This design comes from an exercise in tuning for small area on the open sky130 flow, not from production work. In this exercise RTL edits were held to simulation tests only and were not proved equivalent to the original. No driver is modelled on the clock port, so clocking that relies on it looks cheaper here than on a real chip. Power figures rest on the tool's default switching activity, not on a simulated workload.

===== config.mk =====
export PLATFORM = sky130hd
export DESIGN_NAME = linear_probe_hash_table
export DESIGN_NICKNAME = linear_probe_hash_table
export VERILOG_FILES = /design/flow/design.v
export SDC_FILE = /design/flow/constraint.sdc
export NUM_CORES = 4
export LEC_CHECK = 0
export CAP_MARGIN = 20
export CORE_MARGIN = 2
export CORE_UTILIZATION = 40
export PLACE_DENSITY = 0.6
export SLEW_MARGIN = 20

===== constraint.sdc =====
create_clock -name core_clock -period 10.0 [get_ports {i_clk}]
set_input_delay 2.0000 -clock core_clock [delete_from_list [all_inputs] [get_ports {i_clk}]]
set_output_delay 2.0000 -clock core_clock [all_outputs]
set_load 0.01 [all_outputs]

===== design.v =====
package lpht_pkg;
    localparam int SLOTS_DEF     = 16;
    localparam int KEY_BYTES_DEF = 8;
    localparam int LEN_W     = 5;
    localparam int OP_W      = 2;
    localparam int STATUS_W  = 2;
    localparam int KEY_W     = 64;
    localparam int VALUE_W   = 64;
    localparam int MARK_W    = 2;
    localparam logic [LEN_W-1:0] TLEN_RESET = 5'd16;
    typedef enum logic [OP_W-1:0] {
        OP_INSERT = 2'd0,
        OP_FIND   = 2'd1,
        OP_REMOVE = 2'd2
    } t_op;
    typedef enum logic [STATUS_W-1:0] {
        ST_DONE      = 2'd0,
        ST_NOT_FOUND = 2'd1,
        ST_DUPLICATE = 2'd2,
        ST_FULL      = 2'd3
    } t_status;
    typedef enum logic [MARK_W-1:0] {
        MARK_EMPTY   = 2'd0,
        MARK_USED    = 2'd1,
        MARK_DELETED = 2'd2
    } t_mark;
endpackage
module lpht_ram #(
    parameter int WIDTH = 8,
    parameter int DEPTH = 16
) (
    input  logic             i_clk,
    input  logic             i_we,
    input  logic [WIDTH-1:0] i_wdata,
    output logic [WIDTH-1:0] o_head
);
    logic [WIDTH*DEPTH-1:0] r_ring;
    always_ff @(posedge i_clk) begin
        r_ring <= {(i_we ? i_wdata : r_ring[WIDTH-1:0]), r_ring[WIDTH*DEPTH-1:WIDTH]};
    end
    assign o_head = r_ring[WIDTH-1:0];
endmodule
module linear_probe_hash_table #(
    parameter int SLOTS     = lpht_pkg::SLOTS_DEF,
    parameter int KEY_BYTES = lpht_pkg::KEY_BYTES_DEF
) (
    input  logic                                            i_clk,
    input  logic                                            i_rst_n,
    input  logic                                            s_axis_tvalid,
    output logic                                            s_axis_tready,
    input  logic [lpht_pkg::KEY_W+lpht_pkg::VALUE_W-1:0]    s_axis_tdata,
    input  logic [lpht_pkg::OP_W-1:0]                       s_axis_tuser,
    output logic                                            m_axis_tvalid,
    input  logic                                            m_axis_tready,
    output logic [lpht_pkg::VALUE_W-1:0]                    m_axis_tdata,
    output logic [lpht_pkg::STATUS_W-1:0]                   m_axis_tuser,
    input  logic                                            i_cfg_we,
    input  logic [lpht_pkg::LEN_W-1:0]                      i_cfg_wdata
);
    localparam int IW = $clog2(SLOTS);
    localparam int KW = lpht_pkg::KEY_W;
    localparam int VW = lpht_pkg::VALUE_W;
    localparam int LW = lpht_pkg::LEN_W;
    typedef enum logic [2:0] {
        S_CLEAR = 3'd0,
        S_IDLE  = 3'd1,
        S_HASH  = 3'd2,
        S_SEEK  = 3'd3,
        S_PROBE = 3'd4,
        S_WRITE = 3'd5,
        S_ACK   = 3'd6
    } t_state;
    t_state                    r_state;
    logic [IW-1:0]             r_pos;
    logic [1:0]                r_ext;
    logic [IW-1:0]             r_h;
    logic [IW-1:0]             r_widx;
    logic                      r_free_v;
    logic [LW-1:0]             r_tlen;
    logic                      r_out_valid;
    logic [1:0]                r_out_st;
    logic [VW-1:0]             r_out_val;
    logic [1:0]                op;
    logic [KW-1:0]             key;
    logic [LW-1:0]             len_use;
    logic [lpht_pkg::MARK_W-1:0] hd_mark;
    logic [KW+VW-1:0]          hd_kv;
    logic                      is_empty, is_used, is_match;
    logic                      at_h, probe, exhausted, wr;
    logic [5:0]                bidx;
    logic                      kbit;
    logic [IW:0]               t_sum, t_red;
    assign op  = s_axis_tuser;
    assign key = s_axis_tdata[KW-1:0];
    always_comb begin
        if (r_tlen == '0) begin
            len_use = LW'(1);
        end else if (32'(r_tlen) > 32'(SLOTS)) begin
            len_use = LW'(SLOTS);
        end else begin
            len_use = r_tlen;
        end
    end
    assign bidx  = {r_pos[2:0], ~{r_ext, r_pos[3]}};
    assign kbit  = key[bidx];
    assign t_sum = ((r_pos[2:0] == 3'd0) ? {r_h, 1'b0} : {1'b0, r_h}) + (IW + 1)'(kbit);
    assign t_red = (t_sum >= (IW + 1)'(len_use)) ? (t_sum - (IW + 1)'(len_use)) : t_sum;
    assign is_empty = (hd_mark == lpht_pkg::MARK_EMPTY);
    assign is_used  = (hd_mark == lpht_pkg::MARK_USED);
    assign is_match = is_used && (hd_kv[KW-1:0] == key);
    assign at_h      = (r_pos == r_h);
    assign probe     = ((r_state == S_SEEK) && at_h) ||
                       ((r_state == S_PROBE) && !at_h && ((IW + 1)'(r_pos) < (IW + 1)'(len_use)));
    assign exhausted = (r_state == S_PROBE) && at_h;
    assign wr        = (r_state == S_WRITE) && (r_pos == r_widx);
    assign s_axis_tready = (r_state == S_ACK);
    always_ff @(posedge i_clk) begin
        if (!i_rst_n) begin
            r_state     <= S_CLEAR;
            r_pos       <= '0;
            r_tlen      <= lpht_pkg::TLEN_RESET;
            r_out_valid <= 1'b0;
        end else begin
            r_pos <= r_pos + IW'(1);
            if (i_cfg_we) begin
                r_tlen <= i_cfg_wdata;
            end
            if (m_axis_tready) begin
                r_out_valid <= 1'b0;
            end
            case (r_state)
                S_CLEAR: begin
                    if (r_pos == IW'(SLOTS - 1)) begin
                        r_state <= S_IDLE;
                    end
                end
                S_IDLE: begin
                    if (s_axis_tvalid && !r_out_valid) begin
                        if (op == 2'd3) begin
                            r_state <= S_ACK;
                        end else if (r_pos == IW'(SLOTS - 1)) begin
                            r_state <= S_HASH;
                        end
                    end
                end
                S_HASH: begin
                    if (r_pos == IW'(SLOTS - 1)) begin
                        if (r_ext == 2'd3) begin
                            r_state <= S_SEEK;
                        end
                    end
                end
                S_SEEK, S_PROBE: begin
                    if (probe || exhausted) begin
                        r_state <= S_PROBE;
                    end
                    if (probe && (is_match || is_empty)) begin
                        r_state <= S_ACK;
                        if ((op == lpht_pkg::OP_REMOVE) ? is_match :
                            (op == lpht_pkg::OP_INSERT) && !is_match) begin
                            r_state <= S_WRITE;
                        end
                    end
                    if (exhausted) begin
                        r_state <= S_ACK;
                        if ((op == lpht_pkg::OP_INSERT) && r_free_v) begin
                            r_state <= S_WRITE;
                        end
                    end
                end
                S_WRITE: begin
                    if (wr) begin
                        r_state <= S_ACK;
                    end
                end
                S_ACK: begin
                    r_out_valid <= 1'b1;
                    r_state     <= S_IDLE;
                end
                default: begin
                    r_state <= S_IDLE;
                end
            endcase
        end
    end
    always_ff @(posedge i_clk) begin
        case (r_state)
            S_IDLE: if (!r_out_valid) begin
                r_ext     <= '0;
                r_h       <= '0;
                r_free_v  <= 1'b0;
                r_out_val <= '0;
                r_out_st  <= lpht_pkg::ST_NOT_FOUND;
            end
            S_HASH: begin
                r_h <= t_red[IW-1:0];
                if (r_pos == IW'(SLOTS - 1)) begin
                    r_ext <= r_ext + 2'd1;
                end
            end
            default: begin
            end
        endcase
        if (probe) begin
            if (!r_free_v && !is_used) begin
                r_free_v <= 1'b1;
                r_widx   <= r_pos;
            end
            if (is_match) begin
                r_widx <= r_pos;
                case (op)
                    lpht_pkg::OP_INSERT: r_out_st <= lpht_pkg::ST_DUPLICATE;
                    lpht_pkg::OP_FIND,
                    lpht_pkg::OP_REMOVE: r_out_st <= lpht_pkg::ST_DONE;
                    default:             r_out_st <= lpht_pkg::ST_NOT_FOUND;
                endcase
                if (op == lpht_pkg::OP_FIND) begin
                    r_out_val <= hd_kv[KW +: VW];
                end
            end else if (is_empty && (op == lpht_pkg::OP_INSERT)) begin
                r_out_st <= lpht_pkg::ST_DONE;
            end
        end
        if (exhausted && (op == lpht_pkg::OP_INSERT)) begin
            r_out_st <= r_free_v ? lpht_pkg::ST_DONE : lpht_pkg::ST_FULL;
        end
    end
    lpht_ram #(
        .WIDTH (KW + VW),
        .DEPTH (SLOTS)
    ) u_kv_ring (
        .i_clk   (i_clk),
        .i_we    (wr && (op == lpht_pkg::OP_INSERT)),
        .i_wdata (s_axis_tdata),
        .o_head  (hd_kv)
    );
    lpht_ram #(
        .WIDTH (lpht_pkg::MARK_W),
        .DEPTH (SLOTS)
    ) u_mark_ring (
        .i_clk   (i_clk),
        .i_we    ((r_state == S_CLEAR) || wr),
        .i_wdata ((r_state == S_CLEAR) ? lpht_pkg::MARK_EMPTY :
                  (op == lpht_pkg::OP_INSERT) ? lpht_pkg::MARK_USED : lpht_pkg::MARK_DELETED),
        .o_head  (hd_mark)
    );
    assign m_axis_tvalid = r_out_valid;
    assign m_axis_tuser  = r_out_st;
    assign m_axis_tdata  = r_out_val;
endmodule

===== run.sh =====
#!/bin/bash
# synth_recipe.tcl (not shown) runs the flow's synth.tcl, then flattens the netlist and writes it again
# the make line also repeats each setting of config.mk as NAME=value (left out here)
make -C /OpenROAD-flow-scripts/flow DESIGN_CONFIG=/design/flow/config.mk WORK_HOME=/design/flow/orfs CLKGATE_MAP_FILE= SYNTH_SCRIPT=/design/flow/synth_recipe.tcl finish

==> run summary, run 1 <==
outcome finished clean; via count 19710; sequential share of the synthesized area 0.8980; unrepaired setup endpoints after global routing no; Layout area overhead 22.45%; Vias/cell 3.950; Synth Net Count 2998; sequential power share 0.525; final setup violation count 0; Syn Area/Cell 17.05 um2; Crit Path Max Fanout 6; total CTS buffers 194; # Max-Cap Violations 0; Critical Path Start Type primary input; CP max stage cell clkdlybuf4s50_1; CP delay by family, top multiplexers; combinational share of power 0.009; routability-driven placement congestion ratio 0.7957; f_max 0.1782 GHz; most common cell after layout, fill and taps aside dfxtp_1; top cell type's share of synthesized area 0.8918; fraction of registers with async set/reset 0; Yosys warnings 3; Net Sw Power 3.255 mW; Post-CTS Setup Repair Bufs 0; pin count of the biggest net entering global routing 107; setup_tns 0 ns; I/O Buffers 207; cell taking the most area after synthesis dfxtp_1; Post-Route WL 74660 um; Slew headroom 0.3158; drt first pass iters 4; Top-Level Pins 208; hold crit path type reg -> reg; Pleak 23.81 nW; top_reg_cell synth dfxtp_1; Skew-Pair Late Insertion Delay 0.79 ns; H-Tree Level Count 4; Final Skew 0.05587 ns; clk root buf clkbuf_16; Bufs on Longest Clock Path 3; All-Layer GR Usage 0.1212; crit path capture type register; Post-Syn Instances 2844; placed cells 4622; delay of the slowest critical-path stage 0.60 ns; Clock transition at path regs 0.06 ns; initial antenna violation count 16; Final Instance Area 59370 um2; number of synthesized flops with an enable pin 10; Die ar. 124000 um2; Synth Register Bits 2170; met1 GRT Util 0.1699; hold_buf cts 0; buffers plus inverters on the worst setup path 1; Sw Ratio 0.1967; die width 352.2 um; vias in the first global route 19470; Crit Path Category in -> reg; worst path cell trace clkdlybuf4s50_1 > mux4_2 > mux4_2 > mux4_2 > ha_1 > ha_1 > ha_1 > nor2b_1 > o21ai_0 > nand3b_1 > a21o_1 > a21o_1 > mux2i_1 > nor2_1; PwrDens 278.7 nW/um2; CTS Sinks 2170; post-synth cell types 53; largest cells by area after synthesis dfxtp_1 (89%), mux2_2 (2.9%), nand2_1 (1.2%), xnor2_1 (1.0%), mux4_2 (0.98%); Final min period 5.612 ns; Int Power 13.29 mW; share of cells above drive strength 1 0.1454; met3 usage 0.04176; critical path arrival 6.12 ns; nets@finish 3360; initial core utilization 0.4036; first-pass GRT wire length 112600 um; post-route ant nets 0; Final Slew Violations 0; Core Region 120100 um2; mapped cell area 48490 um2; TritonCTS clock tree built; Max VDD drop 0.1902 mV; Req. time, crit path 10.50 ns; Worst Tran Pin Value 1.026 ns; fin cells 4991; busiest layer in global routing met1; fin crit share 0.5612; commonest non-fill, non-tap cells in the layout dfxtp_1 (2159), clkdlybuf4s50_1 (207), clkbuf_16 (195); M2 GR Usage 0.1683; row count 127; Residual DRC 0; Final Hold Vio Count 0; Clock Power Share 0.466; post-CTS resize count 0; global route overflow 0; DRT iter0 DRCs 978; Die Y 352.2 um; routed len/inst 14.96 um; DP Area 52410 um2; dpl hpwl 47860 um
-- power by group through the flow --
stage / clock network (mW) / registers (mW) / logic, mW
floorplan: 0 / 8.87 / 0.0606
global placement: 0 / 8.87 / 0.151
detailed placement: 0 / 8.88 / 0.152
CTS: 7.95 / 8.68 / 0.153
global route: 8.31 / 8.68 / 0.164
finish: 7.71 / 8.68 / 0.152
-- cell usage after synthesis, types with 2 or more instances --
library cell,instances
dfxtp_1,2160
nand2_1,150
mux2_2,127
o21ai_0,68
xnor2_1,57
buf_2,22
mux4_2,21
nand4_1,21
nor2_1,19
xor2_1,18
clkbuf_1,15
ha_1,13
nor2b_1,13
o21ai_1,13
inv_1,12
a21oi_1,11
edfxtp_1,10
nand3_1,9
nor4_1,9
nor3_1,8
and2_1,6
mux2i_1,6
nand2b_1,6
buf_6,4
clkbuf_2,4
a211oi_1,3
a21o_1,3
nor3b_1,3
o211ai_1,3
a211o_1,2
and3_1,2
nand3b_1,2
nor4_2,2
o21a_1,2
o22ai_1,2
-- final timing paths --
| path | startpoint | endpoint | slack, ns | cells past startpoint |
|---|---|---|---|---|
| max | s_axis_tdata[60] | r_h[1] | 4.39 | 14 |
| min | u_kv_ring.r_ring[945] | u_kv_ring.r_ring[817] | 0.28 | 0 |
| max reg2reg | r_pos[3] | r_h[1] | 5.05 | 13 |
| min reg2reg | u_kv_ring.r_ring[945] | u_kv_ring.r_ring[817] | 0.28 | 0 |
-- through the flow --
stage	utilization	hold slack [ns]	worst slack, ns	power (mW)
2_1_floorplan	-	0.3096	4.557	8.930
3_3_place_gp	0.4363	0.3095	3.546	9.026
3_5_place_dp	0.4363	0.3121	3.586	9.027
4_1_cts	0.4941	0.2772	4.422	16.78
5_1_grt	0.4941	0.2902	4.253	17.15
6_report	0.4943	0.2786	4.388	16.55
-- registers in the layout, indices dropped and copies added, names as in the netlist --
name and flops:
r_state 3, r_ext 2, r_out_valid 1, r_widx 4, u_kv_ring.r_ring 2048, r_pos 4, u_mark_ring.r_ring 32, r_free_v 1
r_out_val 64, r_out_st 2, r_h 4, r_tlen 5
-- cell type report --
type,instances,area (um2)
fill,10040,60760
sequential,2170,43540
clock buffer,266,5537
multi-input combinational,615,4686
timing repair buffer,213,2117
tap,1612,2017
clock inverter,94,1408
inverter,12,45.04
antenna,9,22.52
-- per-layer routing --
layer,routed length [um],up-vias
li1,-,9904
met1,37540,9270
met2,30160,357
met3,4568,167
met4,2298,16
met5,94,-
-- cells by family (layout without fill, tap and decap cells) --
| kind of cell | after synthesis | after routing | synth area share |
|---|---|---|---|
| mux | 155 | 155 | 0.04077 |
| fa+ha+maj | 14 | 14 | 0.003768 |
| simple gates | 254 | 254 | 0.02441 |
| other cells | 0 | 9 | 0 |
| buf+inv | 59 | 585 | 0.005935 |
| flops | 2170 | 2170 | 0.8980 |
| xor+xnor | 75 | 75 | 0.01355 |
| compound gates | 117 | 117 | 0.01357 |
==> inputs of run 2 (changes only) <==
==> flow/run.sh (new file) <==
#!/bin/bash
set -o pipefail
export BUFFER_PORTS_ARGS="-buffer_cell sky130_fd_sc_hd__buf_1"
export CTS_ARGS="-sink_clustering_enable -repair_clock_nets -dont_use_dummy_load -buf_list sky130_fd_sc_hd__clkbuf_8 -sink_clustering_size 16 -sink_clustering_max_diameter 50"
bash standard.sh > standard.log 2>&1
==> standard.sh (new file) <==
#!/bin/bash
# synth_recipe.tcl (not shown) runs the flow's synth.tcl, then flattens the netlist and writes it again
# the make line also repeats each setting of config.mk as NAME=value (left out here)
make -C /OpenROAD-flow-scripts/flow DESIGN_CONFIG=/design/flow/config.mk WORK_HOME=/design/flow/orfs CLKGATE_MAP_FILE= SYNTH_SCRIPT=/design/flow/synth_recipe.tcl "${@:-finish}"
--- a/config.mk
+++ b/config.mk
@@ -9,4 +9,4 @@
 export CORE_MARGIN = 2
-export CORE_UTILIZATION = 40
-export PLACE_DENSITY = 0.6
+export CORE_UTILIZATION = 60
+export PLACE_DENSITY = 0.75
 export SLEW_MARGIN = 20
removed: run.sh
==> run summary, run 2 <==
vias in the first global route 19990; post-synth cell types 53; hold endpoint u_kv_ring.r_ring[331]; first-pass GRT wire length 108800 um; initial antenna violation count 9; nets@finish 3326; Worst Tran Pin Value 1.048 ns; PwrDens 238.4 nW/um2; outcome finished clean; worst path cell trace buf_1 > mux4_2 > mux4_2 > mux4_2 > ha_1 > ha_1 > ha_1 > nor2b_1 > o21ai_0 > nand3b_1 > a21o_1 > a21o_1 > mux2i_1 > nor2_1; via count 19660; Critical Path Start Type primary input; Skew-Pair Late Insertion Delay 0.81 ns; clk root buf clkbuf_8; Post-synth top cells dfxtp_1 (2160), nand2_1 (150), mux2_2 (127); Slew headroom 0.3011; Die Y 288.3 um; pin count of the biggest net entering global routing 105; count leader, synth dfxtp_1; cells on worst reg2reg path 13; hold_buf cts 0; CP max stage cell mux4_2; Max VDD drop 0.1545 mV; die width 288.3 um; mapped cell area 48490 um2; routability-driven placement congestion ratio 0.8928; Bufs on Longest Clock Path 3; most flop-heavy register u_kv_ring.r_ring; RR Startpoint r_pos[3]; post-CTS resize count 0; final setup violation count 0; Die ar. 83100 um2; top_reg_cell synth dfxtp_1; All-Layer GR Usage 0.1735; top cell type's share of synthesized area 0.8918; Residual DRC 0; Yosys warnings 3; f_max 0.1824 GHz; FF-to-FF End r_h[1]; Post-Syn Instances 2844; fin crit share 0.5483; hold_sp u_kv_ring.r_ring[459]; Req. time, crit path 10.46 ns; most common cell after layout, fill and taps aside dfxtp_1; TritonCTS clock tree built; sequential share of the synthesized area 0.8980; Post-Route WL 71920 um; initial core utilization 0.6039; number of flip-flops under the largest register name 2048; critical path arrival 5.95 ns; Crit Path Category in -> reg; dpl hpwl 46920 um; Crit Path Max Fanout 6; Final Hold Vio Count 0; unrepaired setup endpoints after global routing no; Pleak 20.96 nW; # Max-Cap Violations 0; commonest non-fill, non-tap cells in the layout dfxtp_1 (2159), buf_1 (207), clkbuf_8 (161); hold crit path type reg -> reg; Final min period 5.483 ns; post-route ant nets 0; crit path capture type register; routed len/inst 16.98 um; final core occ 0.6558; Syn Area/Cell 17.05 um2; cell taking the most area after synthesis dfxtp_1; setup_tns 0 ns; drt first pass iters 5; total CTS buffers 161; Top-Level Pins 208; number of synthesized flops with an enable pin 10; share of cells above drive strength 1 0.1016; delay of the slowest critical-path stage 0.58 ns; I/O Buffers 207; Reg2Reg Setup Slack 4.82 ns; fraction of registers with async set/reset 0; row count 104; Regs by FF count u_kv_ring.r_ring x2048, r_out_val x64, u_mark_ring.r_ring x32; Layout area overhead 8.585%; Vias/cell 4.643; DRT iter0 DRCs 926; Core Region 80290 um2; Final Slew Violations 0; largest cells by area after synthesis dfxtp_1 (89%), mux2_2 (2.9%), nand2_1 (1.2%), xnor2_1 (1.0%), mux4_2 (0.98%); H-Tree Level Count 4; Synth Register Bits 2170; Final Skew 0.1330 ns; global route overflow 0; Post-CTS Setup Repair Bufs 0; CTS Sinks 2170; Clock transition at path regs 0.09 ns; Synth Net Count 2998; hold path depth 0
## run 2: how the worst max path moves through the flow
| stage | from | end | slack (ns) | cells after the start |
|---|---|---|---|---|
| floorplan | s_axis_tdata[56] | r_h[1] | 4.56 | 13 |
| global placement | s_axis_tdata[10] | r_h[3] | 3.80 | 14 |
| detailed placement | s_axis_tdata[10] | r_h[1] | 3.77 | 14 |
| CTS | s_axis_tdata[10] | r_h[1] | 4.59 | 14 |
| global route | s_axis_tdata[10] | r_h[3] | 4.39 | 14 |
| finish | s_axis_tdata[10] | r_h[1] | 4.52 | 14 |
## run 2: cell families (layout without fill, tap and decap cells)
kind of cell | Yosys count | count (layout) | synth area share
adders and majority gates | 14 | 14 | 0.003768
buffers and inverters | 59 | 385 | 0.005935
other | 0 | 5 | 0
muxes | 155 | 155 | 0.04077
and+or+nand+nor | 254 | 254 | 0.02441
xor gates and xnor gates | 75 | 75 | 0.01355
AOI/OAI and AO/OA | 117 | 117 | 0.01357
DFF | 2170 | 2170 | 0.8980
## run 2: report_power, final
group          internal [mW]  total, mW  switching (mW)
Combinational         0.0485      0.115          0.0664
Sequential              8.66       8.67          0.0118
Clock                   1.44       3.76            2.32
Total                   10.2       12.6            2.40
## run 2: per-stage QoR
stage	setup slack [ns]	instances	power, mW	hold WS (ns)	area, um2
6_report	4.517	4235	12.55	0.2347	52650
5_1_grt	4.393	4233	13.02	0.2426	52650
4_1_cts	4.591	4229	12.70	0.2378	52620
3_5_place_dp	3.773	4068	8.991	0.3121	50410
3_3_place_gp	3.800	4068	8.985	0.3095	50410
2_1_floorplan	4.557	2844	8.930	0.3096	48490
## run 2: layer usage
| layer | wire length, um | vias up | global-route usage |
|---|---|---|---|
| met2 | 32260 | 431 | 0.2661 |
| met5 | 66 | - | 0 |
| met4 | 2051 | 10 | 0.06723 |
| li1 | - | 9652 | - |
| met1 | 33630 | 9407 | 0.2348 |
| met3 | 3911 | 164 | 0.05024 |
## run 2: cell type report
class,instances,area [um2]
clock buffer,161,2216
inverter,12,45.04
timing repair buffer,212,822.0
fill,5291,27640
sequential,2170,43540
antenna,5,12.51
multi-input combinational,615,4686
tap,1060,1326
## run 2: critical path: cells and delay by family
family                   cells  cell delay (ns)
AO/OA/AOI/OAI                3             0.67
adder cells (fa/ha/maj)      3             0.94
buffers and inverters        1             0.20
multiplexers                 4             1.84
AND/OR/NAND/NOR              3             0.30
==> inputs of run 3 (changes only) <==
--- a/design.v
+++ b/design.v
@@ -33,2 +33,3 @@
     input  logic             i_we,
+    input  logic             i_keep,
     input  logic [WIDTH-1:0] i_wdata,
@@ -38,3 +39,4 @@
     always_ff @(posedge i_clk) begin
-        r_ring <= {(i_we ? i_wdata : r_ring[WIDTH-1:0]), r_ring[WIDTH*DEPTH-1:WIDTH]};
+        r_ring <= {(({WIDTH{i_we}} & i_wdata) | ({WIDTH{i_keep}} & r_ring[WIDTH-1:0])),
+                   r_ring[WIDTH*DEPTH-1:WIDTH]};
     end
@@ -81,2 +83,3 @@
     logic [1:0]                r_out_st;
+    logic                      r_wsel, r_keep;
     logic [VW-1:0]             r_out_val;
@@ -114,3 +117,3 @@
     assign exhausted = (r_state == S_PROBE) && at_h;
-    assign wr        = (r_state == S_WRITE) && (r_pos == r_widx);
+    assign wr        = (r_state == S_WRITE) && ((r_pos + IW'(1)) == r_widx);
     assign s_axis_tready = (r_state == S_ACK);
@@ -227,2 +230,6 @@
     end
+    always_ff @(posedge i_clk) begin
+        r_wsel <= wr;
+        r_keep <= !wr;
+    end
     lpht_ram #(
@@ -232,3 +239,4 @@
         .i_clk   (i_clk),
-        .i_we    (wr && (op == lpht_pkg::OP_INSERT)),
+        .i_we    (r_wsel),
+        .i_keep  (r_keep),
         .i_wdata (s_axis_tdata),
@@ -241,3 +249,4 @@
         .i_clk   (i_clk),
-        .i_we    ((r_state == S_CLEAR) || wr),
+        .i_we    ((r_state == S_CLEAR) || r_wsel),
+        .i_keep  (!((r_state == S_CLEAR) || r_wsel)),
         .i_wdata ((r_state == S_CLEAR) ? lpht_pkg::MARK_EMPTY :
==> flow/run.sh (replaced) <==
#!/bin/bash
set -o pipefail
export BUFFER_PORTS_ARGS="-buffer_cell sky130_fd_sc_hd__buf_1"
export CTS_ARGS="-sink_clustering_enable -repair_clock_nets -dont_use_dummy_load -buf_list sky130_fd_sc_hd__clkbuf_4 -sink_clustering_size 12 -sink_clustering_max_diameter 40 -sink_buffer_max_cap_derate 1.0"
bash standard.sh > standard.log 2>&1
==> run summary, run 3 <==
CP max stage cell mux4_2; Yosys warnings 3; routability-driven placement congestion ratio 0.9304; # Max-Cap Violations 0; post-route ant nets 0; Slew headroom 0.2297; Clock Power Share 0.264; row count 104; unrepaired setup endpoints after global routing no; commonest non-fill, non-tap cells in the layout dfxtp_1 (2160), clkbuf_4 (207), buf_1 (207); fraction of registers with async set/reset 0; largest cells by area after synthesis dfxtp_1 (90%), a22o_1 (2.3%), xnor2_1 (1.2%), nand2_1 (1.2%), mux4_2 (0.84%); Core Region 80160 um2; Synth Net Count 3036; Post-Route WL 72560 um; TritonCTS clock tree built; initial core utilization 0.6032; Skew-Pair Late Insertion Delay 1.05 ns; Layout area overhead 7.199%; Int Power 9.757 mW; die width 287.9 um; via count 20450; routed len/inst 16.83 um; critical path arrival 5.90 ns; Regs by FF count u_kv_ring.r_ring x2048, r_out_val x64, u_mark_ring.r_ring x32; combinational share of power 0.020; first-pass GRT wire length 110800 um; Net Sw Power 2.459 mW; PwrDens 235.7 nW/um2; fin cells 4312; DRT iter0 DRCs 939; Pwr Total 12.22 mW; hold crit path type reg -> reg; Post-Syn Instances 2882; Die ar. 82880 um2; number of synthesized flops with an enable pin 10; cell taking the most area after synthesis dfxtp_1; Die Y 287.9 um; Crit Path Category in -> reg; clk root buf clkbuf_4; Sw Ratio 0.2013; pin count of the biggest net entering global routing 113; final setup violation count 0; worst path cell trace buf_1 > mux4_2 > nor2b_1 > a2111oi_0 > buf_4 > a311oi_1 > a22oi_1 > nand2_1 > ha_1 > ha_1 > ha_1 > nor2b_1 > o21ai_0 > nand3b_1 > a21o_1 > a21o_1 > mux2i_1 > nor2_1; nets@finish 3397; Pleak 20.36 nW; Final Worst Setup Slack 4.750 ns; share of cells above drive strength 1 0.07498; Synth Register Bits 2172; Post-synth top cells dfxtp_1 (2162), nand2_1 (156), a22o_1 (128); post-CTS resize count 0; most frequent CP cell ha_1; drt first pass iters 5; Syn Area/Cell 16.78 um2; Max VDD drop 0.2164 mV; dpl hpwl 47390 um; Post-CTS Setup Repair Bufs 0; fin crit share 0.5250; CTS Sinks 2172; post-synth cell types 56; setup_tns 0 ns; Bufs on Longest Clock Path 3; H-Tree Level Count 4; Vias/cell 4.742; delay of the slowest critical-path stage 0.52 ns; total CTS buffers 207; Crit Path Max Fanout 6; crit path capture type register; Worst Tran Pin Value 1.155 ns; mapped cell area 48350 um2; Final Slew Violations 0; most flop-heavy register u_kv_ring.r_ring; top_reg_cell synth dfxtp_1; number of flip-flops under the largest register name 2048; Final Skew 0.1559 ns; I/O Buffers 207; initial antenna violation count 19; CP delay by family, top compound AO/OA/AOI/OAI gates; buffers plus inverters on the worst setup path 2; vias in the first global route 20740; All-Layer GR Usage 0.1767; Residual DRC 0; f_max 0.1905 GHz; placed cells 4093; global route overflow 0; Final Hold Vio Count 0; Req. time, crit path 10.65 ns; sequential share of the synthesized area 0.9013; Critical Path Start Type primary input; most common cell after layout, fill and taps aside dfxtp_1; hold_buf cts 0; pre-CTS WS 3.891 ns; top cell type's share of synthesized area 0.8951; outcome finished clean; Top-Level Pins 208; count leader, synth dfxtp_1; sequential power share 0.717; Clock transition at path regs 0.11 ns; Final min period 5.250 ns
-- run 3: cell count changes after synthesis, sizes merged, moves of 11 or more --
cell,delta
xnor2,+12
a22o,+128
xor2,-11
clkbuf,+27
mux2,-127
buf,-11
-- run 3: logic make-up after synthesis --
group | count (synthesis) | synth area share
buf+inv | 76 | 0.006935
compound gates | 240 | 0.03669
mux | 28 | 0.01045
flops | 2172 | 0.9013
simple gates | 275 | 0.02660
xor+xnor | 77 | 0.01423
fa+ha+maj | 14 | 0.003778
-- run 3: routing by layer --
metal  vias up  global-route usage  wire (um)
met5         -                   0        108
met2       555              0.2624      31530
met4        18             0.08627       2905
met3       218             0.05792       4529
li1      10020                   -          -
met1      9639              0.2344      33490
-- run 3: worst paths after layout --
path / to / slack [ns] / cells after the start / startpoint
max reg2reg: r_h[3] / 5.04 / 17 / r_ext[0]
max: r_h[3] / 4.75 / 18 / s_axis_tdata[21]
min: u_kv_ring.r_ring[471] / 0.24 / 0 / u_kv_ring.r_ring[599]
min reg2reg: u_kv_ring.r_ring[471] / 0.24 / 0 / u_kv_ring.r_ring[599]
-- run 3: per-stage QoR --
stage	utilization	instance area, um2	hold WS [ns]
2_1_floorplan	-	48350	0.3096
3_3_place_gp	0.6267	50230	0.3095
3_5_place_dp	0.6267	50230	0.3121
4_1_cts	0.6461	51790	0.2207
5_1_grt	0.6465	51820	0.2221
6_report	0.6467	51830	0.2388
-- run 3: cell type report --
| type | count | area, um2 |
|---|---|---|
| Antenna cell | 11 | 27.53 |
| Tap cell | 1060 | 1326 |
| Multi-Input combinational cell | 634 | 4439 |
| Fill cell | 5634 | 28320 |
| Clock buffer | 207 | 1554 |
| Inverter | 13 | 48.80 |
| Timing Repair Buffer | 215 | 849.6 |
| Sequential cell | 2172 | 43590 |
-- run 3: power groups by stage --
stage                     sequential [mW]  clock [mW]  combinational (mW)
after floorplan                      8.97           0               0.100
after global placement               8.95           0               0.233
after detailed placement             8.95           0               0.241
after CTS                            8.75        3.36               0.242
after global routing                 8.76        3.68               0.267
final                                8.75        3.22               0.241
==> inputs of run 4 (changes only) <==
==> flow/run.sh (replaced) <==
#!/bin/bash
set -o pipefail
export BUFFER_PORTS_ARGS="-buffer_cell sky130_fd_sc_hd__buf_1"
export CTS_ARGS="-sink_clustering_enable -repair_clock_nets -dont_use_dummy_load -buf_list sky130_fd_sc_hd__clkbuf_4 -sink_clustering_size 10 -sink_clustering_max_diameter 35 -sink_buffer_max_cap_derate 1.0"
bash standard.sh > standard.log 2>&1
==> run summary, run 4 <==
vias in the first global route 21430; Die Y 287.9 um; global route overflow 0; Synth Register Bits 2172; hold path depth 0; top_reg_cell synth dfxtp_1; TritonCTS clock tree built; hold_buf cts 0; Post-synth top cells dfxtp_1 (2162), nand2_1 (156), a22o_1 (128); share of cells above drive strength 1 0.09453; Final Skew 0.1455 ns; initial core utilization 0.6032; Synth Area in Compound Gates 0.03669; Synth Net Count 3036; unrepaired setup endpoints after global routing no; Pleak 20.68 nW; number of synthesized flops with an enable pin 10; Top-Level Pins 208; top cell type's share of synthesized area 0.8951; Syn Area/Cell 16.78 um2; FF-to-FF End r_h[3]; routed len/inst 16.79 um; Final min period 5.182 ns; cells on worst reg2reg path 17; setup_tns 0 ns; drt first pass iters 5; DRT iter0 DRCs 934; mux cell area share after synthesis 0.01045; CTS Sinks 2172; routability-driven placement congestion ratio 0.9304; Max VDD drop 0.1805 mV; crit path capture type register; sequential power share 0.692; # Max-Cap Violations 0; wire length on met2 32290 um; Core Region 80160 um2; Synth Area in XOR/XNOR 0.01423; hold endpoint u_kv_ring.r_ring[1032]; Req. time, crit path 10.70 ns; Top Layer Used met5; combinational share of power 0.019; sequential share of the synthesized area 0.9013; Post-Route WL 73590 um; Int Power 10.09 mW; largest cells by area after synthesis dfxtp_1 (90%), a22o_1 (2.3%), xnor2_1 (1.2%), nand2_1 (1.2%), mux4_2 (0.84%); PwrDens 241.6 nW/um2; fin crit share 0.5182; commonest non-fill, non-tap cells in the layout dfxtp_1 (2160), clkbuf_4 (278), buf_1 (207); hold crit path type reg -> reg; largest family of logic cells by synthesized area compound AO/OA/AOI/OAI gates; Crit Path Max Fanout 6; clk root buf clkbuf_4; most flop-heavy register u_kv_ring.r_ring; Regs by FF count u_kv_ring.r_ring x2048, r_out_val x64, u_mark_ring.r_ring x32; number of flip-flops under the largest register name 2048; fraction of registers with async set/reset 0; Slew headroom 0.2075; f_max 0.1930 GHz; All-Layer GR Usage 0.1796; Net Sw Power 2.561 mW; I/O Buffers 207; Die ar. 82880 um2; Pwr Total 12.65 mW; wl on met1 33890 um; H-Tree Level Count 5; Bufs on Longest Clock Path 4; first-pass GRT wire length 113100 um; Final Slew Violations 0; mapped cell area 48350 um2; outcome finished clean; Vias/cell 4.739; Worst Tran Pin Value 1.189 ns; cell taking the most area after synthesis dfxtp_1; die width 287.9 um; Clock transition at path regs 0.10 ns; nets@finish 3467; Clock Power Share 0.289; Reg2Reg Setup Slack 4.98 ns; initial antenna violation count 20; Post-Syn Instances 2882; critical path arrival 5.88 ns; Layout area overhead 8.270%; dpl hpwl 47390 um; count leader, synth dfxtp_1; Post-CTS Setup Repair Bufs 0; total CTS buffers 278; Critical Path Start Type primary input; post-synth cell types 56; via count 20780; Residual DRC 0; Skew-Pair Late Insertion Delay 1.10 ns; Routed met3 length 4698 um; Sw Ratio 0.2025; Final Hold Vio Count 0; final setup violation count 0; hold_sp u_kv_ring.r_ring[1160]; post-CTS resize count 0; post-route ant nets 0; Crit Path Category in -> reg; RR Startpoint r_ext[0]; Synth Area in Simple Gates 0.02660; row count 104; pin count of the biggest net entering global routing 113; most common cell after layout, fill and taps aside dfxtp_1; synthesized-area fraction occupied by adder cells 0.003778; Yosys warnings 3
-- run 4: kinds of logic after synthesis --
group / Yosys count
xor+xnor: 77
simple gates: 275
mux: 28
fa+ha+maj: 14
compound gates: 240
flops: 2172
buf+inv: 76
-- run 4: area by class of cell --
| type | instances | area [um2] |
|---|---|---|
| repair buffers | 214 | 829.5 |
| inverters | 13 | 48.80 |
| well taps | 1060 | 1326 |
| clock buffers | 278 | 2087 |
| fillers | 5585 | 27800 |
| multi-input cells | 634 | 4439 |
| flip-flops and latches | 2172 | 43590 |
| diodes | 13 | 32.53 |
-- run 4: how the worst max path moves through the flow --
stage                  end              from  cells after the start
finish              r_h[3]  s_axis_tdata[21]                     18
global route        r_h[3]  s_axis_tdata[21]                     18
CTS                 r_h[3]  s_axis_tdata[21]                     18
detailed placement  r_h[3]  s_axis_tdata[21]                     18
global placement    r_h[3]  s_axis_tdata[21]                     18
floorplan           r_h[1]  s_axis_tdata[20]                     16
-- run 4: power groups by stage --
stage / Combinational (mW) / Sequential, mW / Clock [mW]
floorplan: 0.100 / 8.97 / 0
global placement: 0.233 / 8.95 / 0
detailed placement: 0.241 / 8.95 / 0
CTS: 0.242 / 8.75 / 3.82
global route: 0.267 / 8.76 / 4.17
finish: 0.241 / 8.75 / 3.66
-- run 4: through the flow --
| step | instances | utilization | setup slack, ns | instance area [um2] | hold WS (ns) |
|---|---|---|---|---|---|
| 6_report | 4384 | 0.6531 | 4.818 | 52350 | 0.2242 |
| 3_3_place_gp | 4093 | 0.6267 | 3.711 | 50230 | 0.3095 |
| 2_1_floorplan | 2882 | - | 4.690 | 48350 | 0.3096 |
| 4_1_cts | 4371 | 0.6527 | 4.967 | 52320 | 0.2157 |
| 3_5_place_dp | 4093 | 0.6267 | 3.891 | 50230 | 0.3121 |
| 5_1_grt | 4378 | 0.6529 | 4.672 | 52340 | 0.2150 |
-- run 4: worst max-delay path, stage by stage --
cell and delay (ns):
buf_1 0.19, mux4_2 0.52, nor2b_1 0.14, a2111oi_0 0.41, buf_4 0.18, a311oi_1 0.05, a22oi_1 0.19, nand2_1 0.12
ha_1 0.23, ha_1 0.36, ha_1 0.33, nor2b_1 0.13, o21ai_0 0.20, nand3b_1 0.11, a21o_1 0.19, a21o_1 0.26
mux2i_1 0.19, nor2_1 0.06
-- run 4: layer usage --
metal  vias to the layer above  GRT usage
met1                      9817     0.2362
met2                       571     0.2667
li1                      10170          -
met3                       198    0.06410
met4                        20    0.08459
met5                         -          0
==> inputs of run 5 (changes only) <==
--- a/design.v
+++ b/design.v
@@ -35,3 +35,4 @@
     input  logic [WIDTH-1:0] i_wdata,
-    output logic [WIDTH-1:0] o_head
+    output logic [WIDTH-1:0] o_head,
+    output logic [WIDTH-1:0] o_tail
 );
@@ -43,2 +44,3 @@
     assign o_head = r_ring[WIDTH-1:0];
+    assign o_tail = r_ring[WIDTH*DEPTH-1 -: WIDTH];
 endmodule
@@ -89,3 +91,4 @@
     logic [lpht_pkg::MARK_W-1:0] hd_mark;
-    logic [KW+VW-1:0]          hd_kv;
+    logic [KW+VW-1:0]          hd_kv, tl_kv;
+    logic                      r_vsel, r_vkeep, find_hit;
     logic                      is_empty, is_used, is_match;
@@ -108,3 +111,3 @@
     assign kbit  = key[bidx];
-    assign t_sum = ((r_pos[2:0] == 3'd0) ? {r_h, 1'b0} : {1'b0, r_h}) + (IW + 1)'(kbit);
+    assign t_sum = (r_pos[2:0] == 3'd0) ? {r_h, kbit} : ({1'b0, r_h} + (IW + 1)'(kbit));
     assign t_red = (t_sum >= (IW + 1)'(len_use)) ? (t_sum - (IW + 1)'(len_use)) : t_sum;
@@ -194,3 +197,2 @@
                 r_free_v  <= 1'b0;
-                r_out_val <= '0;
                 r_out_st  <= lpht_pkg::ST_NOT_FOUND;
@@ -219,5 +221,2 @@
                 endcase
-                if (op == lpht_pkg::OP_FIND) begin
-                    r_out_val <= hd_kv[KW +: VW];
-                end
             end else if (is_empty && (op == lpht_pkg::OP_INSERT)) begin
@@ -229,2 +228,8 @@
         end
+    end
+    assign find_hit = probe && is_match && (op == lpht_pkg::OP_FIND);
+    always_ff @(posedge i_clk) begin
+        r_vsel    <= find_hit;
+        r_vkeep   <= !find_hit && !((r_state == S_IDLE) && !r_out_valid);
+        r_out_val <= ({VW{r_vsel}} & tl_kv[KW +: VW]) | ({VW{r_vkeep}} & r_out_val);
     end
@@ -242,3 +247,4 @@
         .i_wdata (s_axis_tdata),
-        .o_head  (hd_kv)
+        .o_head  (hd_kv),
+        .o_tail  (tl_kv)
     );
@@ -253,3 +259,4 @@
                   (op == lpht_pkg::OP_INSERT) ? lpht_pkg::MARK_USED : lpht_pkg::MARK_DELETED),
-        .o_head  (hd_mark)
+        .o_head  (hd_mark),
+        .o_tail  ()
     );
==> flow/run.sh (replaced) <==
#!/bin/bash
set -o pipefail
export BUFFER_PORTS_ARGS="-buffer_cell sky130_fd_sc_hd__buf_1"
export CTS_ARGS="-sink_clustering_enable -repair_clock_nets -dont_use_dummy_load -buf_list sky130_fd_sc_hd__clkbuf_4 -sink_clustering_size 12 -sink_clustering_max_diameter 40 -sink_buffer_max_cap_derate 1.0"
export POST_CTS_TCL="$PWD/flow/fix_clk.tcl"
bash standard.sh > standard.log 2>&1
==> flow/fix_clk.tcl (new file) <==
# Upsize the clock-tree buffers that drive a register clock pin with a slow slew,
# then legalise the placement again.
set fix_thr 0.117
estimate_parasitics -placement
set fix_insts {}
foreach pin [get_pins -hierarchical */CLK] {
  if {[get_property $pin slew_max] > $fix_thr} {
    foreach drv [get_pins -of_objects [get_nets -of_objects $pin] -filter "direction==output"] {
      lappend fix_insts [get_full_name [get_cells -of_objects $drv]]
    }
  }
}
set fix_next [dict create sky130_fd_sc_hd__clkbuf_1 sky130_fd_sc_hd__clkbuf_2 \
  sky130_fd_sc_hd__clkbuf_2 sky130_fd_sc_hd__clkbuf_4 sky130_fd_sc_hd__clkbuf_4 sky130_fd_sc_hd__clkbuf_8 \
  sky130_fd_sc_hd__clkbuf_8 sky130_fd_sc_hd__clkbuf_16]
set fix_n 0
foreach name [lsort -unique $fix_insts] {
  set cell [get_cells $name]
  set master [get_property [get_lib_cells -of_objects $cell] name]
  if {[dict exists $fix_next $master]} {
    replace_cell $cell [dict get $fix_next $master]
    incr fix_n
  }
}
puts "fix_clk: upsized $fix_n clock buffers"
if {$fix_n > 0} {
  detailed_placement
  check_placement -verbose
  estimate_parasitics -placement
}
set fix_mx 0
foreach pin [get_pins -hierarchical */CLK] {
  set s [get_property $pin slew_max]
  if {$s > $fix_mx} { set fix_mx $s }
}
puts "fix_clk: largest register clock pin slew $fix_mx"
==> run summary, run 5 <==
number of flip-flops under the largest register name 2048; routed len/inst 17.70 um; row count 103; initial antenna violation count 13; fin crit share 0.5148; final setup violation count 0; dpl hpwl 46690 um; Layout area overhead 7.635%; hold_sp u_kv_ring.r_ring[594]; Clock transition at path regs 0.11 ns; Max VDD drop 0.1827 mV; share of cells above drive strength 1 0.08191; Final min period 5.148 ns; area of the multi-input gates 4078 um2; hold path depth 0; critical path startpoint s_axis_tdata[15]; Die ar. 82280 um2; final core occ 0.6530; Syn Area/Cell 17.56 um2; Final Hold Vio Count 0; Post-Route WL 73620 um; top_reg_cell synth dfxtp_1; initial core utilization 0.6066; Register Area 43630 um2; Final Slew Violations 0; setup_tns 0 ns; commonest non-fill, non-tap cells in the layout dfxtp_1 (2160), buf_1 (207), a22o_1 (193); Post-synth top cells dfxtp_1 (2164), a22o_1 (193), clkbuf_1 (49); I/O Buffers 207; post-synth cell types 61; mapped cell area 48000 um2; routability-driven placement congestion ratio 0.9188; Residual DRC 0; crit path capture type register; Final Skew 0.1433 ns; pin count of the biggest net entering global routing 91; TritonCTS clock tree built; via count 19920; Reg2Reg Setup Slack 5.19 ns; drt first pass iters 5; Worst Tran Pin Value 1.193 ns; Crit Path Max Fanout 5; most common cell after layout, fill and taps aside dfxtp_1; Vias/cell 4.789; vias in the first global route 20290; Die Y 286.9 um; hold crit path type reg -> reg; first-pass GRT wire length 113000 um; cells on worst reg2reg path 18; unrepaired setup endpoints after global routing no; Skew-Pair Late Insertion Delay 1.08 ns; hold endpoint u_kv_ring.r_ring[466]; outcome finished clean; Post-Syn Instances 2733; Top-Level Pins 208; Yosys warnings 3; PwrDens 234.9 nW/um2; top cell type's share of synthesized area 0.9025; All-Layer GR Usage 0.1814; DRT iter0 DRCs 1168; fraction of registers with async set/reset 0; FF-to-FF End r_h[0]; Synth Register Bits 2174; Req. time, crit path 10.70 ns; cell taking the most area after synthesis dfxtp_1; die width 286.9 um; Core Region 79130 um2; # fillers 5474; count leader, synth dfxtp_1; sequential share of the synthesized area 0.9087; number of synthesized flops with an enable pin 10; Critical Path Start Type primary input; CTS Sinks 2174; largest cells by area after synthesis dfxtp_1 (90%), a22o_1 (3.5%), mux4_2 (0.94%), edfxtp_1 (0.63%), xor2_1 (0.55%); Slew headroom 0.2043; post-route ant nets 0; most flop-heavy register u_kv_ring.r_ring; global route overflow 0; RR Startpoint r_pos[3]; f_max 0.1943 GHz; critical path arrival 5.85 ns; # Max-Cap Violations 0; Crit Path Category in -> reg; Synth Net Count 2887; nets@finish 3257; Pleak 20.38 nW; Regs by FF count u_kv_ring.r_ring x2048, r_out_val x64, u_mark_ring.r_ring x32
run 5: cell types whose count changed after synthesis, sizes merged, moves of 7 or more:
cell and change:
a22o +67, buf -11, inv +11, nand2 -138, nand3 -7, nand4 -23
nor2b +9, o21ai -65, xnor2 -43, xor2 +23
run 5: kinds of logic after synthesis:
family	count (synthesis)	synth area share
and+or+nand+nor	131	0.01530
AOI/OAI and AO/OA	246	0.04311
adders and majority gates	14	0.003806
buffers and inverters	79	0.006308
xor gates and xnor gates	57	0.01069
DFF	2174	0.9087
muxes	32	0.01204
run 5: power by group:
group	switching (mW)	leakage [nW]	internal (mW)
sequential	0.00635	17.5	8.66
combinational	0.0680	1.86	0.0463
clock	2.32	1.01	1.04
run 5: area by class of cell:
| class | instances | area share |
|---|---|---|
| Sequential cell | 2174 | 0.8445 |
| Multi-Input combinational cell | 480 | 0.07892 |
| Clock buffer | 209 | 0.03255 |
| Tap cell | 1050 | 0.02543 |
| Timing Repair Buffer | 214 | 0.01644 |
| Inverter | 24 | 0.001744 |
| Antenna cell | 9 | 0.0004359 |
run 5: worst max-delay path by stage:
stage / endpoint / depth (start not counted)
2_1_floorplan: r_h[0] / 17
6_report: r_h[0] / 18
5_1_grt: r_h[0] / 18
3_5_place_dp: r_h[0] / 18
3_3_place_gp: r_h[0] / 18
run 5: stage by stage:
stage                     power, mW  std cells  hold slack, ns  instance area (um2)  worst slack (ns)
after global placement        8.978       3941          0.3096                49940             3.824
after floorplan               8.920       2733          0.3096                48000             4.519
after detailed placement      8.981       3941          0.3121                49940             3.893
final                         12.14       4160          0.2333                51670             4.852
after global routing          12.64       4156          0.2375                51660             4.771
run 5: critical path: stages:
cell,delay (ns)
buf_1,0.20
mux4_2,0.54
mux4_2,0.47
nand2_1,0.09
nand2_1,0.10
nor2_1,0.10
a31oi_1,0.07
ha_1,0.24
ha_1,0.26
mux2_2,0.30
ha_1,0.32
nor2b_1,0.13
o21ai_0,0.18
nand3b_1,0.10
a21o_1,0.18
a21o_1,0.25
mux2_2,0.25
nor2_1,0.04
run 5: per-layer routing:
metal / up-vias / routed length [um] / GRT usage
li1: 9634 / - / -
met1: 9490 / 33690 / 0.2445
met2: 610 / 32470 / 0.2700
met3: 179 / 4392 / 0.04841
met4: 10 / 3008 / 0.09792
met5: - / 58 / 0
==> inputs of run 6 (changes only) <==
--- a/design.v
+++ b/design.v
@@ -67,2 +67,6 @@
     localparam int LW = lpht_pkg::LEN_W;
+    localparam int WW = 13;                  
+    localparam int NW = 10;                  
+    localparam int KWD = 5;                  
+    localparam int OW = VW + 1;              
     typedef enum logic [2:0] {
@@ -74,3 +78,4 @@
         S_WRITE = 3'd5,
-        S_ACK   = 3'd6
+        S_CAPT  = 3'd6,
+        S_ACK   = 3'd7
     } t_state;
@@ -78,3 +83,4 @@
     logic [IW-1:0]             r_pos;
-    logic [1:0]                r_ext;
+    logic [3:0]                r_rw;
+    logic [3:0]                r_hj;
     logic [IW-1:0]             r_h;
@@ -85,14 +91,18 @@
     logic [1:0]                r_out_st;
-    logic                      r_wsel, r_keep;
-    logic [VW-1:0]             r_out_val;
+    logic [OW-1:0]             r_out_val;
+    logic                      r_wsel, r_keep, r_vsel, r_vkeep;
+    logic                      r_mis, r_used;
     logic [1:0]                op;
     logic [KW-1:0]             key;
+    logic [VW-1:0]             val;
     logic [LW-1:0]             len_use;
-    logic [lpht_pkg::MARK_W-1:0] hd_mark;
-    logic [KW+VW-1:0]          hd_kv, tl_kv;
-    logic                      r_vsel, r_vkeep, find_hit;
+    logic [WW-1:0]             cand [NW];
+    logic [WW-1:0]             in_word;
+    logic [WW-1:0]             keymask;
+    logic [WW-1:0]             hd_word, tl_word;
+    logic                      rw_last, slot_end, dec;
     logic                      is_empty, is_used, is_match;
-    logic                      at_h, probe, exhausted, wr;
-    logic [5:0]                bidx;
-    logic                      kbit;
+    logic                      at_h, probe, exhausted, find_hit, wr_start;
+    logic                      kbit, first, hstep;
+    logic [2:0]                hs_lo;
     logic [IW:0]               t_sum, t_red;
@@ -100,2 +110,3 @@
     assign key = s_axis_tdata[KW-1:0];
+    assign val = s_axis_tdata[KW +: VW];
     always_comb begin
@@ -109,14 +120,38 @@
     end
-    assign bidx  = {r_pos[2:0], ~{r_ext, r_pos[3]}};
-    assign kbit  = key[bidx];
-    assign t_sum = (r_pos[2:0] == 3'd0) ? {r_h, kbit} : ({1'b0, r_h} + (IW + 1)'(kbit));
+    always_comb begin
+        for (int w = 0; w < NW; w++) begin
+            for (int j = 0; j < WW; j++) begin
+                if (w < KWD) begin
+                    if (KWD * j + w < KW) begin
+                        cand[w][j] = key[8 * ((KWD * j + w) % 8) + 7 - (KWD * j + w) / 8];
+                    end else begin
+                        cand[w][j] = (r_state != S_CLEAR) && !op[1];
+                    end
+                end else if (w == KWD && j == 0) begin
+                    cand[w][j] = (r_state != S_CLEAR) && op[1];
+                end else begin
+                    cand[w][j] = val[WW * (w - KWD) + j - 1];
+                end
+            end
+        end
+        in_word = cand[r_rw];
+    end
+    assign rw_last  = (r_rw == 4'(NW - 1));
+    assign slot_end = rw_last;
+    assign dec      = (r_rw == 4'(KWD));
+    assign hstep = (r_rw < 4'(KWD)) && !((r_hj == 4'(WW - 1)) && (r_rw == 4'(KWD - 1)));
+    assign hs_lo = 3'(r_hj) * 3'(KWD) + 3'(r_rw);
+    assign first = (hs_lo == 3'd0);
+    assign kbit  = in_word[r_hj];
+    assign t_sum = first ? {r_h, kbit} : ({1'b0, r_h} + (IW + 1)'(kbit));
     assign t_red = (t_sum >= (IW + 1)'(len_use)) ? (t_sum - (IW + 1)'(len_use)) : t_sum;
-    assign is_empty = (hd_mark == lpht_pkg::MARK_EMPTY);
-    assign is_used  = (hd_mark == lpht_pkg::MARK_USED);
-    assign is_match = is_used && (hd_kv[KW-1:0] == key);
+    assign keymask  = (r_rw == 4'(KWD - 1)) ? {1'b0, {(WW - 1){1'b1}}} : '1;
+    assign is_used  = r_used;
+    assign is_match = r_used && !r_mis;
+    assign is_empty = !r_used && !hd_word[0];
     assign at_h      = (r_pos == r_h);
-    assign probe     = ((r_state == S_SEEK) && at_h) ||
-                       ((r_state == S_PROBE) && !at_h && ((IW + 1)'(r_pos) < (IW + 1)'(len_use)));
-    assign exhausted = (r_state == S_PROBE) && at_h;
-    assign wr        = (r_state == S_WRITE) && ((r_pos + IW'(1)) == r_widx);
+    assign probe     = dec && (((r_state == S_SEEK) && at_h) ||
+                       ((r_state == S_PROBE) && !at_h && ((IW + 1)'(r_pos) < (IW + 1)'(len_use))));
+    assign exhausted = dec && (r_state == S_PROBE) && at_h;
+    assign wr_start  = (r_state == S_WRITE) && rw_last && ((r_pos + IW'(1)) == r_widx);
     assign s_axis_tready = (r_state == S_ACK);
@@ -126,2 +161,3 @@
             r_pos       <= '0;
+            r_rw        <= '0;
             r_tlen      <= lpht_pkg::TLEN_RESET;
@@ -129,3 +165,6 @@
         end else begin
-            r_pos <= r_pos + IW'(1);
+            r_rw <= rw_last ? '0 : r_rw + 4'd1;
+            if (rw_last) begin
+                r_pos <= r_pos + IW'(1);
+            end
             if (i_cfg_we) begin
@@ -138,3 +177,3 @@
                 S_CLEAR: begin
-                    if (r_pos == IW'(SLOTS - 1)) begin
+                    if (rw_last && (r_pos == IW'(SLOTS - 1))) begin
                         r_state <= S_IDLE;
@@ -146,3 +185,3 @@
                             r_state <= S_ACK;
-                        end else if (r_pos == IW'(SLOTS - 1)) begin
+                        end else if (rw_last) begin
                             r_state <= S_HASH;
@@ -152,6 +191,4 @@
                 S_HASH: begin
-                    if (r_pos == IW'(SLOTS - 1)) begin
-                        if (r_ext == 2'd3) begin
-                            r_state <= S_SEEK;
-                        end
+                    if (rw_last && (r_hj == 4'(WW - 1))) begin
+                        r_state <= S_SEEK;
                     end
@@ -168,2 +205,5 @@
                         end
+                        if ((op == lpht_pkg::OP_FIND) && is_match) begin
+                            r_state <= S_CAPT;
+                        end
                     end
@@ -177,3 +217,8 @@
                 S_WRITE: begin
-                    if (wr) begin
+                    if (r_wsel && rw_last) begin
+                        r_state <= S_ACK;
+                    end
+                end
+                S_CAPT: begin
+                    if (r_rw == 4'd0) begin
                         r_state <= S_ACK;
@@ -192,5 +237,10 @@
     always_ff @(posedge i_clk) begin
+        r_mis <= ((r_rw == 4'd0) ? 1'b0 : r_mis) ||
+                 ((r_rw < 4'(KWD)) && (|((hd_word ^ in_word) & keymask)));
+        if (r_rw == 4'(KWD - 1)) begin
+            r_used <= hd_word[WW-1];
+        end
         case (r_state)
             S_IDLE: if (!r_out_valid) begin
-                r_ext     <= '0;
+                r_hj      <= '0;
                 r_h       <= '0;
@@ -200,5 +250,7 @@
             S_HASH: begin
-                r_h <= t_red[IW-1:0];
-                if (r_pos == IW'(SLOTS - 1)) begin
-                    r_ext <= r_ext + 2'd1;
+                if (hstep) begin
+                    r_h <= t_red[IW-1:0];
+                end
+                if (rw_last) begin
+                    r_hj <= r_hj + 4'd1;
                 end
@@ -231,14 +283,24 @@
     always_ff @(posedge i_clk) begin
-        r_vsel    <= find_hit;
-        r_vkeep   <= !find_hit && !((r_state == S_IDLE) && !r_out_valid);
-        r_out_val <= ({VW{r_vsel}} & tl_kv[KW +: VW]) | ({VW{r_vkeep}} & r_out_val);
-    end
-    always_ff @(posedge i_clk) begin
-        r_wsel <= wr;
-        r_keep <= !wr;
+        r_vsel    <= find_hit || (r_vsel && (r_rw != 4'd0));
+        r_vkeep   <= !(find_hit || (r_vsel && (r_rw != 4'd0))) &&
+                     !((r_state == S_IDLE) && !r_out_valid);
+        r_out_val <= ({OW{r_vsel}} & {tl_word, r_out_val[OW-1:WW]}) |
+                     ({OW{r_vkeep}} & r_out_val);
+    end
+    always_ff @(posedge i_clk) begin
+        if (!i_rst_n) begin
+            r_wsel <= 1'b1;
+            r_keep <= 1'b0;
+        end else if (r_state == S_CLEAR) begin
+            r_wsel <= !(rw_last && (r_pos == IW'(SLOTS - 1)));
+            r_keep <= rw_last && (r_pos == IW'(SLOTS - 1));
+        end else begin
+            r_wsel <= wr_start || (r_wsel && !rw_last);
+            r_keep <= !(wr_start || (r_wsel && !rw_last));
+        end
     end
     lpht_ram #(
-        .WIDTH (KW + VW),
-        .DEPTH (SLOTS)
-    ) u_kv_ring (
+        .WIDTH (WW),
+        .DEPTH (SLOTS * NW)
+    ) u_ring (
         .i_clk   (i_clk),
@@ -246,17 +308,5 @@
         .i_keep  (r_keep),
-        .i_wdata (s_axis_tdata),
-        .o_head  (hd_kv),
-        .o_tail  (tl_kv)
-    );
-    lpht_ram #(
-        .WIDTH (lpht_pkg::MARK_W),
-        .DEPTH (SLOTS)
-    ) u_mark_ring (
-        .i_clk   (i_clk),
-        .i_we    ((r_state == S_CLEAR) || r_wsel),
-        .i_keep  (!((r_state == S_CLEAR) || r_wsel)),
-        .i_wdata ((r_state == S_CLEAR) ? lpht_pkg::MARK_EMPTY :
-                  (op == lpht_pkg::OP_INSERT) ? lpht_pkg::MARK_USED : lpht_pkg::MARK_DELETED),
-        .o_head  (hd_mark),
-        .o_tail  ()
+        .i_wdata (in_word),
+        .o_head  (hd_word),
+        .o_tail  (tl_word)
     );
@@ -264,3 +314,3 @@
     assign m_axis_tuser  = r_out_st;
-    assign m_axis_tdata  = r_out_val;
+    assign m_axis_tdata  = r_out_val[OW-1:1];
 endmodule
==> run summary, run 6 <==
outcome finished clean; largest cells by area after synthesis dfxtp_1 (91%), a22o_1 (1.4%), edfxtp_1 (0.82%), ha_1 (0.55%), a22oi_1 (0.49%); Final Skew 0.1567 ns; All-Layer GR Usage 0.1686; via count 19030; mapped cell area 47500 um2; f_max 0.1620 GHz; I/O Buffers 207; Die Y 285.4 um; commonest non-fill, non-tap cells in the layout dfxtp_1 (2167), buf_1 (207), clkbuf_4 (204); die width 285.4 um; count leader, synth dfxtp_1; Pleak 20.40 nW; drt first pass iters 5; routability-driven placement congestion ratio 0.9143; worst path cell trace inv_1 > ha_1 > o21bai_1 > a22o_1 > a221o_1 > a311o_1 > o31ai_2 > o21ai_1 > and2_1 > ha_1 > ha_1 > mux2_1 > ha_1 > a21o_1 > a21oi_1 > a21boi_0 > o21ai_0 > nand2b_1 > a311oi_1 > a211oi_1; most common cell after layout, fill and taps aside dfxtp_1; dpl hpwl 40660 um; Top-Level Pins 208; top_reg_cell synth dfxtp_1; # Max-Cap Violations 0; nets@finish 3266; Slew headroom 0.1040; Core Region 78740 um2; TritonCTS clock tree built; DRT iter0 DRCs 878; Synth Net Count 2887; Synth Register Bits 2182; Critical Path Start Type register; final setup violation count 0; initial antenna violation count 6; hold crit path type reg -> reg; Skew-Pair Late Insertion Delay 1.05 ns; critical path arrival 6.76 ns; global route overflow 0; Final min period 6.174 ns; setup_tns 0 ns; Crit Path Max Fanout 25; Post-Route WL 66690 um; Syn Area/Cell 17.43 um2; share of cells above drive strength 1 0.07544; CTS Sinks 2182; Yosys warnings 3; number of synthesized flops with an enable pin 13; post-synth cell types 73; number of flip-flops under the largest register name 2080; Req. time, crit path 10.58 ns; final core occ 0.6485; fin cells 4156; Worst Tran Pin Value 1.330 ns; vias in the first global route 20060; first-pass GRT wire length 108100 um; post-route ant nets 0; Clock transition at path regs 0.11 ns; routed len/inst 16.05 um; Layout area overhead 7.505%; fin crit share 0.6174; row count 103; placed cells 3940; Regs by FF count u_ring.r_ring x2080, r_out_val x64, r_tlen x5; Post-synth top cells dfxtp_1 (2169), a22o_1 (76), nand2_1 (59); sequential share of the synthesized area 0.9224; # fillers 5302; Max VDD drop 0.1686 mV; CP max stage cell ha_1; PwrDens 252.1 nW/um2; pin count of the biggest net entering global routing 66; delay of the slowest critical-path stage 0.84 ns; Die ar. 81430 um2; Post-Syn Instances 2725; Residual DRC 0; crit path capture type register; Final Hold Vio Count 0; most frequent CP cell ha_1; unrepaired setup endpoints after global routing no; Crit Path Category reg -> reg; Vias/cell 4.578; top cell type's share of synthesized area 0.9142; Final Slew Violations 0; fraction of registers with async set/reset 0; most flop-heavy register u_ring.r_ring; initial core utilization 0.6032; cell taking the most area after synthesis dfxtp_1
run 6: changes by cell type after synthesis, moves of 20 or more:
| cell | before | now |
|---|---|---|
| mux4_2 | 20 | 0 |
| nand2_1 | 18 | 59 |
| a22o_1 | 193 | 76 |
| a22oi_1 | 0 | 31 |
| a21oi_1 | 7 | 35 |
| clkbuf_1 | 49 | 22 |
run 6: cells by family (layout without fill, tap and decap cells):
group                    count (synthesis)  after routing  share of synthesized area
AO/OA/AOI/OAI                          243            243                    0.03946
XOR/XNOR                                33             33                   0.006085
adder cells (fa/ha/maj)                 22             22                   0.005953
multiplexers                            15             15                   0.003266
AND/OR/NAND/NOR                        160            160                    0.01612
flip-flops                            2182           2182                     0.9224
other                                    0              4                          0
buffers and inverters                   70            447                   0.006743
run 6: layout make-up:
cell class | count | area, um2 | share of cell area
Tap cell | 1050 | 1314 | 0.02573
Antenna cell | 4 | 10.01 | 0.0001960
Inverter | 20 | 75.07 | 0.001470
Timing Repair Buffer | 215 | 837.1 | 0.01639
Multi-Input combinational cell | 473 | 3367 | 0.06594
Clock buffer | 212 | 1642 | 0.03215
Sequential cell | 2182 | 43820 | 0.8581
run 6: final timing paths:
path	from	slack, ns	cells past startpoint	to
worst max-delay path	r_rw[1]	3.83	20	r_h[0]
worst min-delay path	u_ring.r_ring[133]	0.23	0	u_ring.r_ring[120]
worst max register to register	r_rw[1]	3.83	20	r_h[0]
worst min register to register	u_ring.r_ring[133]	0.23	0	u_ring.r_ring[120]
run 6: routing by layer:
| metal | vias up | routed length (um) | track usage |
|---|---|---|---|
| li1 | 9538 | - | - |
| met1 | 8896 | 31800 | 0.2293 |
| met2 | 455 | 29770 | 0.2597 |
| met3 | 136 | 3300 | 0.04304 |
| met4 | 2 | 1804 | 0.07055 |
| met5 | - | 12 | 0 |
run 6: critical path: cells and delay by family, from the launching register on:
family                   cells  cell delay [ns]
AO/OA/AOI/OAI               12             2.95
adder cells (fa/ha/maj)      4             1.63
buffers and inverters        1             0.12
flip-flops                   1             0.35
multiplexers                 1             0.36
AND/OR/NAND/NOR              2             0.41
run 6: through the flow:
stage	cell area [um2]	power [mW]	worst slack, ns	hold slack (ns)
after global placement	49410	9.759	3.644	0.3105
after floorplan	47500	9.604	4.180	0.3096
after detailed placement	49410	9.760	3.561	0.3121
after global routing	51060	13.43	3.427	0.2229
final	51060	12.87	3.826	0.2298
run 6: where the power goes:
group	leakage [nW]	switching (mW)	internal [mW]	total [mW]
sequential	17.8	0.150	9.23	9.38
clock	0.996	2.29	1.01	3.30
combinational	1.58	0.127	0.0696	0.197

[separate check: timing with driven ports]
How much do the figures lean on ideal ports? The routed layouts below were timed once more, with nothing changed but the port constraints. Step 1, drivers: a clkbuf_16 drives i_clk and a buf_2 each remaining input, both assumed. Step 2 times the ports against the registers' clock, not the clock port: input delays grow and output delays shrink by t, the midpoint of the rising clock arrivals with the driver on. Three values: no drivers, after step 1, after step 2; two values: the first two.
| run | shift t [ns] | setup slack, ns | hold WS [ns] | latest minus earliest clock arrival (ns) | slew at the worst register clock pin (ns) |
|---|---|---|---|---|---|
| run 1 | 0.829 | 4.388 / 4.427 / 3.598 | 0.279 / 0.279 / 0.279 | 0.061 / 0.060 | 0.07 / 0.07 |
| run 2 | 0.797 | 4.517 / 4.548 / 3.751 | 0.235 / 0.235 / 0.235 | 0.133 / 0.133 | 0.10 / 0.10 |
| run 3 | 1.018 | 4.750 / 4.770 / 3.752 | 0.239 / 0.239 / 0.239 | 0.177 / 0.177 | 0.12 / 0.12 |
| run 4 | 1.086 | 4.818 / 4.840 / 3.754 | 0.224 / 0.224 / 0.224 | 0.151 / 0.151 | 0.11 / 0.11 |
| run 5 | 1.066 | 4.852 / 4.888 / 3.823 | 0.233 / 0.233 / 0.233 | 0.162 / 0.163 | 0.12 / 0.12 |
| run 6 | 0.999 | 3.826 / 3.826 / 3.498 | 0.230 / 0.230 / 0.230 | 0.222 / 0.222 | 0.12 / 0.12 |
After both steps setup and hold are still met in every run listed. The setup slack of run 4, which loses most, moves by +0.022 ns with the drivers and by -1.064 ns with both steps.
